What follows belongs to an exercise in optimizing a design on an open flow for small area; a production flow would make more cautious choices.
Only simulation tests tie the RTL to the original design; equivalence was not proved.
Power figures rest on the tool's default switching activity, not on a simulated workload.

==> 03-01: inputs <==
==> flow/design.v (excerpt) <==
module reg_file_mp #(
    parameter int XLEN     = 32,
    parameter int NREGS    = 32,
    parameter int NREAD    = 2,
    parameter int ZERO_REG = 1,
    parameter int BYPASS   = 1,
    parameter int RD_LAT   = 0
) (
    input  logic                      clk,
    input  logic                      rst_n,
    input  logic [NREAD*$clog2(NREGS)-1:0] rs_addr,
    output logic [NREAD*XLEN-1:0]     rs_data,
    output logic [NREAD-1:0]          rs_busy,
    input  logic                      wr_en,
    input  logic [$clog2(NREGS)-1:0]  wr_addr,
    input  logic [XLEN-1:0]           wr_data,
    input  logic                      issue_en,
    input  logic [$clog2(NREGS)-1:0]  issue_rd,
    output logic [$clog2(NREGS):0]    busy_cnt
);
    localparam int AW = $clog2(NREGS);
    logic [XLEN-1:0]  regs_q [1:NREGS-1];
    logic [XLEN-1:0]  regs_d [1:NREGS-1];
    logic [NREGS-1:1] valid_q, valid_d;
    logic [NREGS-1:1] busy_q, busy_d;
    logic [3:0]       wlo, ilo;
    logic [7:0]       whi, ihi;
    logic [NREGS-1:1] wr_sel, wr_seln, iss_seln, keepn;
    rf_predec2 u_wlo (.en(wr_en), .a(wr_addr[1:0]), .y(wlo));
    rf_predec3 u_whi (.a(wr_addr[4:2]), .y(whi));
    rf_predec2 u_ilo (.en(issue_en), .a(issue_rd[1:0]), .y(ilo));
    rf_predec3 u_ihi (.a(issue_rd[4:2]), .y(ihi));
    for (genvar r = 1; r < NREGS; r++) begin : g_reg
        rf_nand2 u_wsn (.a(wlo[r % 4]), .b(whi[r / 4]), .y(wr_seln[r]));
        rf_inv   u_ws  (.a(wr_seln[r]), .y(wr_sel[r]));
        rf_nand2 u_isn (.a(ilo[r % 4]), .b(ihi[r / 4]), .y(iss_seln[r]));
        rf_nand2 u_kpn (.a(busy_q[r]), .b(wr_seln[r]), .y(keepn[r]));
        rf_nand2 u_bd  (.a(iss_seln[r]), .b(keepn[r]), .y(busy_d[r]));
        rf_or2   u_vd  (.a(valid_q[r]), .b(wr_sel[r]), .y(valid_d[r]));
        for (genvar b = 0; b < XLEN; b++) begin : g_bit
            rf_ao22 u_hold (.a1(wr_sel[r]), .a2(wr_data[b]), .b1(wr_seln[r]), .b2(regs_q[r][b]),
                            .y(regs_d[r][b]));
        end
    end
    always_ff @(posedge clk) begin
        for (int r = 1; r < NREGS; r++) begin
            regs_q[r] <= regs_d[r];
        end
  ...
Settings: LEC_CHECK=0, ABC_AREA=0, CAP_MARGIN=20, CORE_MARGIN=2, CORE_UTILIZATION=40, SLEW_MARGIN=20, SYNTH_HIERARCHICAL=1, SYNTH_MINIMUM_KEEP_SIZE=0; clock period 7.5 ns.
standard.sh (not shown) runs the stock make flow with config.mk's settings and CLKGATE_MAP_FILE= SYNTH_SCRIPT=/design/flow/synth_recipe.tcl, a recipe that flattens the netlist after the stock synthesis.
==> flow/flow/run.sh <==
#!/bin/bash
set -euo pipefail
bash standard.sh \
  "BUFFER_PORTS_ARGS=-buffer_cell sky130_fd_sc_hd__buf_1" \
  "CTS_ARGS=-sink_clustering_enable -repair_clock_nets -buf_list sky130_fd_sc_hd__clkbuf_16 -dont_use_dummy_load -sink_clustering_size 24 -sink_clustering_max_diameter 80" \
  finish > standard_sh.log 2>&1
==> inputs of 05-02, as changes to 03-01 <==
==> flow/design.v (replaced) <==
module rf_ao22 (input logic a1, a2, b1, b2, output logic y);
    assign y = (a1 & a2) | (b1 & b2);
endmodule
module rf_aoi222 (input logic a1, a2, b1, b2, c1, c2, output logic y);
    assign y = ~((a1 & a2) | (b1 & b2) | (c1 & c2));
endmodule
module rf_nand3 (input logic a, b, c, output logic y);
    assign y = ~(a & b & c);
endmodule
module rf_nand4 (input logic a, b, c, d, output logic y);
    assign y = ~(a & b & c & d);
endmodule
module rf_nand2 (input logic a, b, output logic y);
    assign y = ~(a & b);
endmodule
module rf_inv (input logic a, output logic y);
    assign y = ~a;
endmodule
module rf_and3 (input logic a, b, c, output logic y);
    assign y = a & b & c;
endmodule
module rf_or2 (input logic a, b, output logic y);
    assign y = a | b;
endmodule
module rf_or3 (input logic a, b, c, output logic y);
    assign y = a | b | c;
endmodule
module rf_predec2 (input logic en, input logic [1:0] a, output logic [3:0] y);
    assign y[0] = en & ~a[1] & ~a[0];
    assign y[1] = en & ~a[1] &  a[0];
    assign y[2] = en &  a[1] & ~a[0];
    assign y[3] = en &  a[1] &  a[0];
endmodule
module rf_predec2n (input logic [1:0] a, output logic [3:0] y);
    for (genvar k = 0; k < 4; k++) begin : g_k
        assign y[k] = (a == 2'(k));
    end
endmodule
module rf_predec3 (input logic [2:0] a, output logic [7:0] y);
    for (genvar k = 0; k < 8; k++) begin : g_k
        assign y[k] = (a == 3'(k));
    end
endmodule
module rf_busy_rd (input logic [31:1] keep, input logic [3:0] lo, input logic [7:0] hi,
                   output logic y);
    always_comb begin
        y = 1'b0;
        for (int r = 1; r < 32; r++) begin
            y = y | (lo[r % 4] & hi[r / 4] & keep[r]);
        end
    end
endmodule
module rf_rd_bit (
    input  logic [31:1] sel,
    input  logic [31:1] x,
    output logic        y
);
    logic [10:0] g;
    logic [2:0]  h;
    for (genvar k = 0; k < 10; k++) begin : g_aoi
        rf_aoi222 u (.a1(sel[3*k+1]), .a2(x[3*k+1]), .b1(sel[3*k+2]), .b2(x[3*k+2]),
                     .c1(sel[3*k+3]), .c2(x[3*k+3]), .y(g[k]));
    end
    rf_nand2 u_t31 (.a(sel[31]), .b(x[31]), .y(g[10]));
    rf_nand4 u_n0 (.a(g[0]), .b(g[1]), .c(g[2]), .d(g[3]), .y(h[0]));
    rf_nand4 u_n1 (.a(g[4]), .b(g[5]), .c(g[6]), .d(g[7]), .y(h[1]));
    rf_nand3 u_n2 (.a(g[8]), .b(g[9]), .c(g[10]), .y(h[2]));
    rf_or3   u_or (.a(h[0]), .b(h[1]), .c(h[2]), .y(y));
endmodule
module reg_file_mp #(
    parameter int XLEN     = 32,
    parameter int NREGS    = 32,
    parameter int NREAD    = 2,
    parameter int ZERO_REG = 1,
    parameter int BYPASS   = 1,
    parameter int RD_LAT   = 0
) (
    input  logic                      clk,
    input  logic                      rst_n,
    input  logic [NREAD*$clog2(NREGS)-1:0] rs_addr,
    output logic [NREAD*XLEN-1:0]     rs_data,
    output logic [NREAD-1:0]          rs_busy,
    input  logic                      wr_en,
    input  logic [$clog2(NREGS)-1:0]  wr_addr,
    input  logic [XLEN-1:0]           wr_data,
    input  logic                      issue_en,
    input  logic [$clog2(NREGS)-1:0]  issue_rd,
    output logic [$clog2(NREGS):0]    busy_cnt
);
    localparam int AW = $clog2(NREGS);
    logic [XLEN-1:0]  regs_q [1:NREGS-1];
    logic [XLEN-1:0]  regs_d [1:NREGS-1];
    logic [NREGS-1:1] valid_q, valid_d;
    logic [NREGS-1:1] busy_q, busy_d;
    logic [3:0]       wlo, ilo;
    logic [7:0]       whi, ihi;
    logic [NREGS-1:1] wr_sel, wr_seln, iss_seln, keepn, keep;
    rf_predec2 u_wlo (.en(wr_en), .a(wr_addr[1:0]), .y(wlo));
    rf_predec3 u_whi (.a(wr_addr[4:2]), .y(whi));
    rf_predec2 u_ilo (.en(issue_en), .a(issue_rd[1:0]), .y(ilo));
    rf_predec3 u_ihi (.a(issue_rd[4:2]), .y(ihi));
    for (genvar r = 1; r < NREGS; r++) begin : g_reg
        rf_nand2 u_wsn (.a(wlo[r % 4]), .b(whi[r / 4]), .y(wr_seln[r]));
        rf_inv   u_ws  (.a(wr_seln[r]), .y(wr_sel[r]));
        rf_nand2 u_isn (.a(ilo[r % 4]), .b(ihi[r / 4]), .y(iss_seln[r]));
        rf_nand2 u_kpn (.a(busy_q[r]), .b(wr_seln[r]), .y(keepn[r]));
        rf_nand2 u_bd  (.a(iss_seln[r]), .b(keepn[r]), .y(busy_d[r]));
        rf_inv   u_kp  (.a(keepn[r]), .y(keep[r]));
        rf_or2   u_vd  (.a(valid_q[r]), .b(wr_sel[r]), .y(valid_d[r]));
        for (genvar b = 0; b < XLEN; b++) begin : g_bit
            rf_ao22 u_hold (.a1(wr_sel[r]), .a2(wr_data[b]), .b1(wr_seln[r]), .b2(regs_q[r][b]),
                            .y(regs_d[r][b]));
        end
    end
    always_ff @(posedge clk) begin
        for (int r = 1; r < NREGS; r++) begin
            regs_q[r] <= regs_d[r];
        end
    end
    always_ff @(posedge clk or negedge rst_n) begin
        if (!rst_n) begin
            valid_q <= '0;
            busy_q  <= '0;
        end else begin
            valid_q <= valid_d;
            busy_q  <= busy_d;
        end
    end
    for (genvar i = 0; i < NREAD; i++) begin : g_port
        logic [AW-1:0]    a;
        logic [3:0]       rlo;
        logic [7:0]       rhi;
        logic [NREGS-1:1] sel;
        assign a = rs_addr[i*AW +: AW];
        rf_predec2n u_rlo (.a(a[1:0]), .y(rlo));
        rf_predec3  u_rhi (.a(a[4:2]), .y(rhi));
        rf_busy_rd  u_bsy (.keep(keep), .lo(rlo), .hi(rhi), .y(rs_busy[i]));
        for (genvar r = 1; r < NREGS; r++) begin : g_sel
            rf_and3 u_sel (.a(rlo[r % 4]), .b(rhi[r / 4]), .c(valid_d[r]), .y(sel[r]));
        end
        for (genvar b = 0; b < XLEN; b++) begin : g_bit
            logic [NREGS-1:1] xb;
            for (genvar r = 1; r < NREGS; r++) begin : g_x
                assign xb[r] = regs_d[r][b];
            end
            rf_rd_bit u_rd (.sel(sel), .x(xb), .y(rs_data[i*XLEN + b]));
        end
    end
    always_comb begin
        busy_cnt = '0;
        for (int r = 1; r < NREGS; r++) begin
            busy_cnt = busy_cnt + {{AW{1'b0}}, busy_q[r]};
        end
    end
endmodule
==> flow/flow/run.sh (replaced) <==
#!/bin/bash
set -euo pipefail
bash standard.sh \
  "BUFFER_PORTS_ARGS=-buffer_cell sky130_fd_sc_hd__buf_2" \
  "CTS_ARGS=-sink_clustering_enable -repair_clock_nets -buf_list sky130_fd_sc_hd__clkbuf_16 -dont_use_dummy_load -sink_clustering_size 24 -sink_clustering_max_diameter 80" \
  finish > standard_sh.log 2>&1
--- a/flow/config.mk
+++ b/flow/config.mk
@@ -4,11 +4,12 @@
 export VERILOG_FILES = /design/flow/design.v
 export SDC_FILE = /design/flow/constraint.sdc
 export NUM_CORES = 4
 export LEC_CHECK = 0
 export ABC_AREA = 0
 export CAP_MARGIN = 20
 export CORE_MARGIN = 2
 export CORE_UTILIZATION = 40
+export SETUP_SLACK_MARGIN = 0.3
 export SLEW_MARGIN = 20
 export SYNTH_HIERARCHICAL = 1
 export SYNTH_MINIMUM_KEEP_SIZE = 0
==> notes.md <==
status complete, no violations; # port buffers 126; Adder-Cell Fraction of Synth Area 0.0128; # diodes 0; Multi-In Gates 2298; Final Non-Filler Cells 5049; Via Count 40504
The numbers above come from 03-01.

==> notes.md <==
status complete, no violations; sequential element share of the synthesized area 0.521; Final Non-Filler Cells 5115; pre-CTS WS 0.927 ns; fraction of standard cell area in multi-input logic 0.427; Placed Area 0.0442 mm²; Tapcells 1368; Adder-Cell Fraction of Synth Area 0.0133; Multi-In Gates 2307; # port buffers 127
The numbers above come from 05-02.


==> branch lagoon <==
Starting RTL as in the previous note.
export LEC_CHECK = 0
export ABC_AREA = 0
export CAP_MARGIN = 20
export CORE_MARGIN = 2
export CORE_UTILIZATION = 45
export SLEW_MARGIN = 20
export SYNTH_HIERARCHICAL = 1
export SYNTH_MINIMUM_KEEP_SIZE = 0
create_clock -name core_clock -period 7.5 [get_ports {clk}]
==> flow/flow/run.sh <==
#!/bin/bash
set -euo pipefail
bash standard.sh \
  "BUFFER_PORTS_ARGS=-buffer_cell sky130_fd_sc_hd__buf_1" \
  "CTS_ARGS=-sink_clustering_enable -repair_clock_nets -buf_list sky130_fd_sc_hd__clkbuf_16 -dont_use_dummy_load -sink_clustering_size 30 -sink_clustering_max_diameter 80" \
  finish > standard_sh.log 2>&1
==> inputs of branch ember, as changes to branch lagoon <==
--- a/flow/design.v
+++ b/flow/design.v
@@ -22,16 +22,12 @@
 module rf_or2 (input logic a, b, output logic y);
     assign y = a | b;
 endmodule
 module rf_or3 (input logic a, b, c, output logic y);
     assign y = a | b | c;
 endmodule
-module rf_fa (input logic a, b, c, output logic s, co);
-    assign s  = a ^ b ^ c;
-    assign co = (a & b) | (a & c) | (b & c);
-endmodule
 module rf_predec2 (input logic en, input logic [1:0] a, output logic [3:0] y);
     assign y[0] = en & ~a[1] & ~a[0];
     assign y[1] = en & ~a[1] &  a[0];
     assign y[2] = en &  a[1] & ~a[0];
     assign y[3] = en &  a[1] &  a[0];
 endmodule
@@ -42,22 +38,20 @@
 endmodule
 module rf_predec3 (input logic [2:0] a, output logic [7:0] y);
     for (genvar k = 0; k < 8; k++) begin : g_k
         assign y[k] = (a == 3'(k));
     end
 endmodule
-module rf_busy_rd (input logic [31:1] keepn, input logic [3:0] lon, input logic [7:0] hi,
+module rf_busy_rd (input logic [31:1] keep, input logic [3:0] lo, input logic [7:0] hi,
                    output logic y);
-    logic [31:0] kz;
-    logic [7:0]  p;
-    assign kz = {keepn, 1'b1};
-    for (genvar g = 0; g < 8; g++) begin : g_grp
-        assign p[g] = ~((lon[0] | kz[4*g]) & (lon[1] | kz[4*g+1]) &
-                        (lon[2] | kz[4*g+2]) & (lon[3] | kz[4*g+3]));
+    always_comb begin
+        y = 1'b0;
+        for (int r = 1; r < 32; r++) begin
+            y = y | (lo[r % 4] & hi[r / 4] & keep[r]);
+        end
     end
-    assign y = |(p & hi);
 endmodule
 module rf_rd_bit (
     input  logic [31:1] sel,
     input  logic [31:1] x,
     output logic        y
 );
@@ -97,23 +91,24 @@
     logic [XLEN-1:0]  regs_q [1:NREGS-1];
     logic [XLEN-1:0]  regs_d [1:NREGS-1];
     logic [NREGS-1:1] valid_q, valid_d;
     logic [NREGS-1:1] busy_q, busy_d;
     logic [3:0]       wlo, ilo;
     logic [7:0]       whi, ihi;
-    logic [NREGS-1:1] wr_sel, wr_seln, iss_seln, keepn;
+    logic [NREGS-1:1] wr_sel, wr_seln, iss_seln, keepn, keep;
     rf_predec2 u_wlo (.en(wr_en), .a(wr_addr[1:0]), .y(wlo));
     rf_predec3 u_whi (.a(wr_addr[4:2]), .y(whi));
     rf_predec2 u_ilo (.en(issue_en), .a(issue_rd[1:0]), .y(ilo));
     rf_predec3 u_ihi (.a(issue_rd[4:2]), .y(ihi));
     for (genvar r = 1; r < NREGS; r++) begin : g_reg
         rf_nand2 u_wsn (.a(wlo[r % 4]), .b(whi[r / 4]), .y(wr_seln[r]));
         rf_inv   u_ws  (.a(wr_seln[r]), .y(wr_sel[r]));
         rf_nand2 u_isn (.a(ilo[r % 4]), .b(ihi[r / 4]), .y(iss_seln[r]));
         rf_nand2 u_kpn (.a(busy_q[r]), .b(wr_seln[r]), .y(keepn[r]));
         rf_nand2 u_bd  (.a(iss_seln[r]), .b(keepn[r]), .y(busy_d[r]));
+        rf_inv   u_kp  (.a(keepn[r]), .y(keep[r]));
         rf_or2   u_vd  (.a(valid_q[r]), .b(wr_sel[r]), .y(valid_d[r]));
         for (genvar b = 0; b < XLEN; b++) begin : g_bit
             rf_ao22 u_hold (.a1(wr_sel[r]), .a2(wr_data[b]), .b1(wr_seln[r]), .b2(regs_q[r][b]),
                             .y(regs_d[r][b]));
         end
     end
@@ -130,61 +125,31 @@
             valid_q <= valid_d;
             busy_q  <= busy_d;
         end
     end
     for (genvar i = 0; i < NREAD; i++) begin : g_port
         logic [AW-1:0]    a;
-        logic [3:0]       rlo, rlon;
+        logic [3:0]       rlo;
         logic [7:0]       rhi;
         logic [NREGS-1:1] sel;
         assign a = rs_addr[i*AW +: AW];
         rf_predec2n u_rlo (.a(a[1:0]), .y(rlo));
         rf_predec3  u_rhi (.a(a[4:2]), .y(rhi));
-        for (genvar j = 0; j < 4; j++) begin : g_lon
-            rf_inv u_lon (.a(rlo[j]), .y(rlon[j]));
-        end
-        rf_busy_rd  u_bsy (.keepn(keepn), .lon(rlon), .hi(rhi), .y(rs_busy[i]));
+        rf_busy_rd  u_bsy (.keep(keep), .lo(rlo), .hi(rhi), .y(rs_busy[i]));
         for (genvar r = 1; r < NREGS; r++) begin : g_sel
             rf_and3 u_sel (.a(rlo[r % 4]), .b(rhi[r / 4]), .c(valid_d[r]), .y(sel[r]));
         end
         for (genvar b = 0; b < XLEN; b++) begin : g_bit
             logic [NREGS-1:1] xb;
             for (genvar r = 1; r < NREGS; r++) begin : g_x
                 assign xb[r] = regs_d[r][b];
             end
             rf_rd_bit u_rd (.sel(sel), .x(xb), .y(rs_data[i*XLEN + b]));
         end
     end
-    logic [9:0] s1, c1;
-    for (genvar k = 0; k < 10; k++) begin : g_l1
-        rf_fa u (.a(busy_q[3*k+1]), .b(busy_q[3*k+2]), .c(busy_q[3*k+3]), .s(s1[k]), .co(c1[k]));
+    always_comb begin
+        busy_cnt = '0;
+        for (int r = 1; r < NREGS; r++) begin
+            busy_cnt = busy_cnt + {{AW{1'b0}}, busy_q[r]};
+        end
     end
-    logic [2:0] s1b, c1b;
-    for (genvar k = 0; k < 3; k++) begin : g_l1b
-        rf_fa u (.a(s1[3*k]), .b(s1[3*k+1]), .c(s1[3*k+2]), .s(s1b[k]), .co(c1b[k]));
-    end
-    logic s1c, c1c, s1d, c1d;
-    rf_fa u_1c (.a(s1b[0]), .b(s1b[1]), .c(s1b[2]), .s(s1c), .co(c1c));
-    rf_fa u_1d (.a(s1c), .b(s1[9]), .c(busy_q[31]), .s(s1d), .co(c1d));
-    assign busy_cnt[0] = s1d;
-    logic [14:0] w2;
-    assign w2 = {c1d, c1c, c1b, c1};
-    logic [4:0] s2, c2;
-    for (genvar k = 0; k < 5; k++) begin : g_l2
-        rf_fa u (.a(w2[3*k]), .b(w2[3*k+1]), .c(w2[3*k+2]), .s(s2[k]), .co(c2[k]));
-    end
-    logic s2b, c2b, s2c, c2c;
-    rf_fa u_2b (.a(s2[0]), .b(s2[1]), .c(s2[2]), .s(s2b), .co(c2b));
-    rf_fa u_2c (.a(s2b), .b(s2[3]), .c(s2[4]), .s(s2c), .co(c2c));
-    assign busy_cnt[1] = s2c;
-    logic [6:0] w4;
-    assign w4 = {c2c, c2b, c2};
-    logic [1:0] s4, c4;
-    for (genvar k = 0; k < 2; k++) begin : g_l4
-        rf_fa u (.a(w4[3*k]), .b(w4[3*k+1]), .c(w4[3*k+2]), .s(s4[k]), .co(c4[k]));
-    end
-    logic s4b, c4b;
-    rf_fa u_4b (.a(s4[0]), .b(s4[1]), .c(w4[6]), .s(s4b), .co(c4b));
-    assign busy_cnt[2] = s4b;
-    rf_fa u_8 (.a(c4[0]), .b(c4[1]), .c(c4b), .s(busy_cnt[3]), .co(busy_cnt[4]));
-    assign busy_cnt[5] = 1'b0;
 endmodule
==> flow/flow/run.sh (replaced) <==
#!/bin/bash
set -euo pipefail
bash standard.sh \
  "BUFFER_PORTS_ARGS=-buffer_cell sky130_fd_sc_hd__buf_1" \
  "CTS_ARGS=-sink_clustering_enable -repair_clock_nets -buf_list sky130_fd_sc_hd__clkbuf_16 -dont_use_dummy_load -sink_clustering_size 24 -sink_clustering_max_diameter 80" \
  finish > standard_sh.log 2>&1
--- a/flow/config.mk
+++ b/flow/config.mk
@@ -5,10 +5,10 @@
 export SDC_FILE = /design/flow/constraint.sdc
 export NUM_CORES = 4
 export LEC_CHECK = 0
 export ABC_AREA = 0
 export CAP_MARGIN = 20
 export CORE_MARGIN = 2
-export CORE_UTILIZATION = 45
+export CORE_UTILIZATION = 40
 export SLEW_MARGIN = 20
 export SYNTH_HIERARCHICAL = 1
 export SYNTH_MINIMUM_KEEP_SIZE = 0
==> inputs of branch nickel, as changes to branch lagoon <==
--- a/flow/design.v
+++ b/flow/design.v
@@ -42,22 +42,20 @@
 endmodule
 module rf_predec3 (input logic [2:0] a, output logic [7:0] y);
     for (genvar k = 0; k < 8; k++) begin : g_k
         assign y[k] = (a == 3'(k));
     end
 endmodule
-module rf_busy_rd (input logic [31:1] keepn, input logic [3:0] lon, input logic [7:0] hi,
+module rf_busy_rd (input logic [31:1] keep, input logic [3:0] lo, input logic [7:0] hi,
                    output logic y);
-    logic [31:0] kz;
-    logic [7:0]  p;
-    assign kz = {keepn, 1'b1};
-    for (genvar g = 0; g < 8; g++) begin : g_grp
-        assign p[g] = ~((lon[0] | kz[4*g]) & (lon[1] | kz[4*g+1]) &
-                        (lon[2] | kz[4*g+2]) & (lon[3] | kz[4*g+3]));
+    always_comb begin
+        y = 1'b0;
+        for (int r = 1; r < 32; r++) begin
+            y = y | (lo[r % 4] & hi[r / 4] & keep[r]);
+        end
     end
-    assign y = |(p & hi);
 endmodule
 module rf_rd_bit (
     input  logic [31:1] sel,
     input  logic [31:1] x,
     output logic        y
 );
@@ -97,23 +95,24 @@
     logic [XLEN-1:0]  regs_q [1:NREGS-1];
     logic [XLEN-1:0]  regs_d [1:NREGS-1];
     logic [NREGS-1:1] valid_q, valid_d;
     logic [NREGS-1:1] busy_q, busy_d;
     logic [3:0]       wlo, ilo;
     logic [7:0]       whi, ihi;
-    logic [NREGS-1:1] wr_sel, wr_seln, iss_seln, keepn;
+    logic [NREGS-1:1] wr_sel, wr_seln, iss_seln, keepn, keep;
     rf_predec2 u_wlo (.en(wr_en), .a(wr_addr[1:0]), .y(wlo));
     rf_predec3 u_whi (.a(wr_addr[4:2]), .y(whi));
     rf_predec2 u_ilo (.en(issue_en), .a(issue_rd[1:0]), .y(ilo));
     rf_predec3 u_ihi (.a(issue_rd[4:2]), .y(ihi));
     for (genvar r = 1; r < NREGS; r++) begin : g_reg
         rf_nand2 u_wsn (.a(wlo[r % 4]), .b(whi[r / 4]), .y(wr_seln[r]));
         rf_inv   u_ws  (.a(wr_seln[r]), .y(wr_sel[r]));
         rf_nand2 u_isn (.a(ilo[r % 4]), .b(ihi[r / 4]), .y(iss_seln[r]));
         rf_nand2 u_kpn (.a(busy_q[r]), .b(wr_seln[r]), .y(keepn[r]));
         rf_nand2 u_bd  (.a(iss_seln[r]), .b(keepn[r]), .y(busy_d[r]));
+        rf_inv   u_kp  (.a(keepn[r]), .y(keep[r]));
         rf_or2   u_vd  (.a(valid_q[r]), .b(wr_sel[r]), .y(valid_d[r]));
         for (genvar b = 0; b < XLEN; b++) begin : g_bit
             rf_ao22 u_hold (.a1(wr_sel[r]), .a2(wr_data[b]), .b1(wr_seln[r]), .b2(regs_q[r][b]),
                             .y(regs_d[r][b]));
         end
     end
@@ -130,22 +129,19 @@
             valid_q <= valid_d;
             busy_q  <= busy_d;
         end
     end
     for (genvar i = 0; i < NREAD; i++) begin : g_port
         logic [AW-1:0]    a;
-        logic [3:0]       rlo, rlon;
+        logic [3:0]       rlo;
         logic [7:0]       rhi;
         logic [NREGS-1:1] sel;
         assign a = rs_addr[i*AW +: AW];
         rf_predec2n u_rlo (.a(a[1:0]), .y(rlo));
         rf_predec3  u_rhi (.a(a[4:2]), .y(rhi));
-        for (genvar j = 0; j < 4; j++) begin : g_lon
-            rf_inv u_lon (.a(rlo[j]), .y(rlon[j]));
-        end
-        rf_busy_rd  u_bsy (.keepn(keepn), .lon(rlon), .hi(rhi), .y(rs_busy[i]));
+        rf_busy_rd  u_bsy (.keep(keep), .lo(rlo), .hi(rhi), .y(rs_busy[i]));
         for (genvar r = 1; r < NREGS; r++) begin : g_sel
             rf_and3 u_sel (.a(rlo[r % 4]), .b(rhi[r / 4]), .c(valid_d[r]), .y(sel[r]));
         end
         for (genvar b = 0; b < XLEN; b++) begin : g_bit
             logic [NREGS-1:1] xb;
             for (genvar r = 1; r < NREGS; r++) begin : g_x
==> flow/flow/run.sh (replaced) <==
#!/bin/bash
set -euo pipefail
bash standard.sh \
  "BUFFER_PORTS_ARGS=-buffer_cell sky130_fd_sc_hd__buf_1" \
  "CTS_ARGS=-sink_clustering_enable -repair_clock_nets -buf_list sky130_fd_sc_hd__clkbuf_16 -dont_use_dummy_load -sink_clustering_size 24 -sink_clustering_max_diameter 80" \
  RECOVER_POWER=100 \
  finish > standard_sh.log 2>&1
--- a/flow/config.mk
+++ b/flow/config.mk
@@ -5,10 +5,10 @@
 export SDC_FILE = /design/flow/constraint.sdc
 export NUM_CORES = 4
 export LEC_CHECK = 0
 export ABC_AREA = 0
 export CAP_MARGIN = 20
 export CORE_MARGIN = 2
-export CORE_UTILIZATION = 45
+export CORE_UTILIZATION = 40
 export SLEW_MARGIN = 20
 export SYNTH_HIERARCHICAL = 1
 export SYNTH_MINIMUM_KEEP_SIZE = 0
==> comparison <==
- Branch ember ran to the end with no violations. Branch nickel produced a layout that fails on max-capacitance violations, max-slew violations. Branch lagoon passed the timing, design-rule and antenna checks.
- The lowest global-route usage belongs to branch ember, the highest to branch lagoon.
- Synthesized area, highest first: branch ember, branch nickel, branch lagoon.
- The highest design area belongs to branch ember, the lowest to branch lagoon.
- Synthesized cell count: branch lagoon < branch nickel < branch ember.
- Between branch ember and branch lagoon, the lower critical path depth is in branch lagoon (gap 4).
- Maximum frequency: branch nickel < branch ember < branch lagoon.
- Clock power: branch nickel > branch ember > branch lagoon.
- In branch lagoon the combinational power is smaller than in branch ember, by 28%.
- Clock-buffer cell count: branch lagoon < branch ember < branch nickel.
- The highest core utilization belongs to branch lagoon, the lowest to branch ember.
- Register-to-register slack is about the same in branch nickel and branch lagoon.
==> figures <==
quantity	branch lagoon	branch ember	branch nickel
CP Launch Type	primary input	register	primary input
Mean post-synth cell area	12.0 sq um	11.8 sq um	11.9 sq um
Synth Area in Adders	0.0128	0.0133	0.0127
Wirelength per Cell	42.0 um	38.7 um	38.5 um
Global-route wire length before repair	285000 um	276000 um	274000 um
Count of max-cap constraint violations	0	0	15
Clk power	2.98 mW	3.09 mW	3.13 mW
Static leakage	18.5 nW	18.7 nW	18.6 nW
Core Region	89900 sq um	102000 sq um	102000 sq um
Sequential fraction of design power	0.517	0.465	0.516
Outcome	complete, no violations	complete, no violations	complete, but fails checks
Reasons for failing layout checks	-	-	max-capacitance violations, max-slew violations
Most used standard cell by instance count after synthesis	-	sky130_fd_sc_hd__a22o_1	sky130_fd_sc_hd__a22o_1
RD Place Congestion	0.907	0.885	0.887
Switching fraction of total power	0.318	0.341	0.313
Levels on crit path	11	15	9
Detailed-route wire length on metal 1	73900 um	75000 um	75000 um
Multi-input combinational cell area	19300 sq um	19400 sq um	19300 sq um
Non-clock buffer share of cell area	0.0324	0.0251	0.0314
Post-Syn Area	40800 sq um	41100 sq um	40900 sq um
Initial antenna violation count	7	16	6
Multi-input logic portion of the cell area	0.428	0.428	0.425
Setup slack, reg-to-reg	6740 ps	6760 ps	6740 ps
Met3 usage in global routing	0.161	0.140	0.129

==> afterwards: timing with drivers on the ports <==
How much do the figures lean on ideal ports? The routed layouts below were timed once more, with nothing changed but the port constraints.
Step 1 (the two cells are an assumption about what drives the block):
set clk [get_ports {clk}]
set_driving_cell -lib_cell sky130_fd_sc_hd__clkbuf_16 $clk
set_driving_cell -lib_cell sky130_fd_sc_hd__buf_2 [delete_from_list [all_inputs] $clk]
Step 2 times the ports against the registers' clock, not the clock port: input delays grow and output delays shrink by t, the midpoint of the rising clock arrivals with the driver on.
Slacks: no drivers / after step 1 / after step 2; pairs: no drivers / after step 1.
run | t (ns) | setup WS [ns] | worst hold slack (ns) | cell pins on the clock port's net
03-01 | 0.739 | 0.519 / 0.494 / 0.494 | 0.473 / 0.473 / 0.473 | 1
05-02 | 0.724 | 0.496 / 0.428 / 0.580 | 0.476 / 0.476 / 0.476 | 1
branch lagoon | 0.711 | 0.659 / 0.632 / 0.632 | 0.476 / 0.476 / 0.476 | 1
branch ember | 0.722 | 0.333 / 0.265 / 0.621 | 0.476 / 0.476 / 0.476 | 1
branch nickel | 0.727 | 0.293 / 0.268 / 0.268 | 0.472 / 0.472 / 0.472 | 1
For branch lagoon, which loses most, drivers alone change the setup slack by -0.027 ns; drivers and shift together by -0.027 ns.
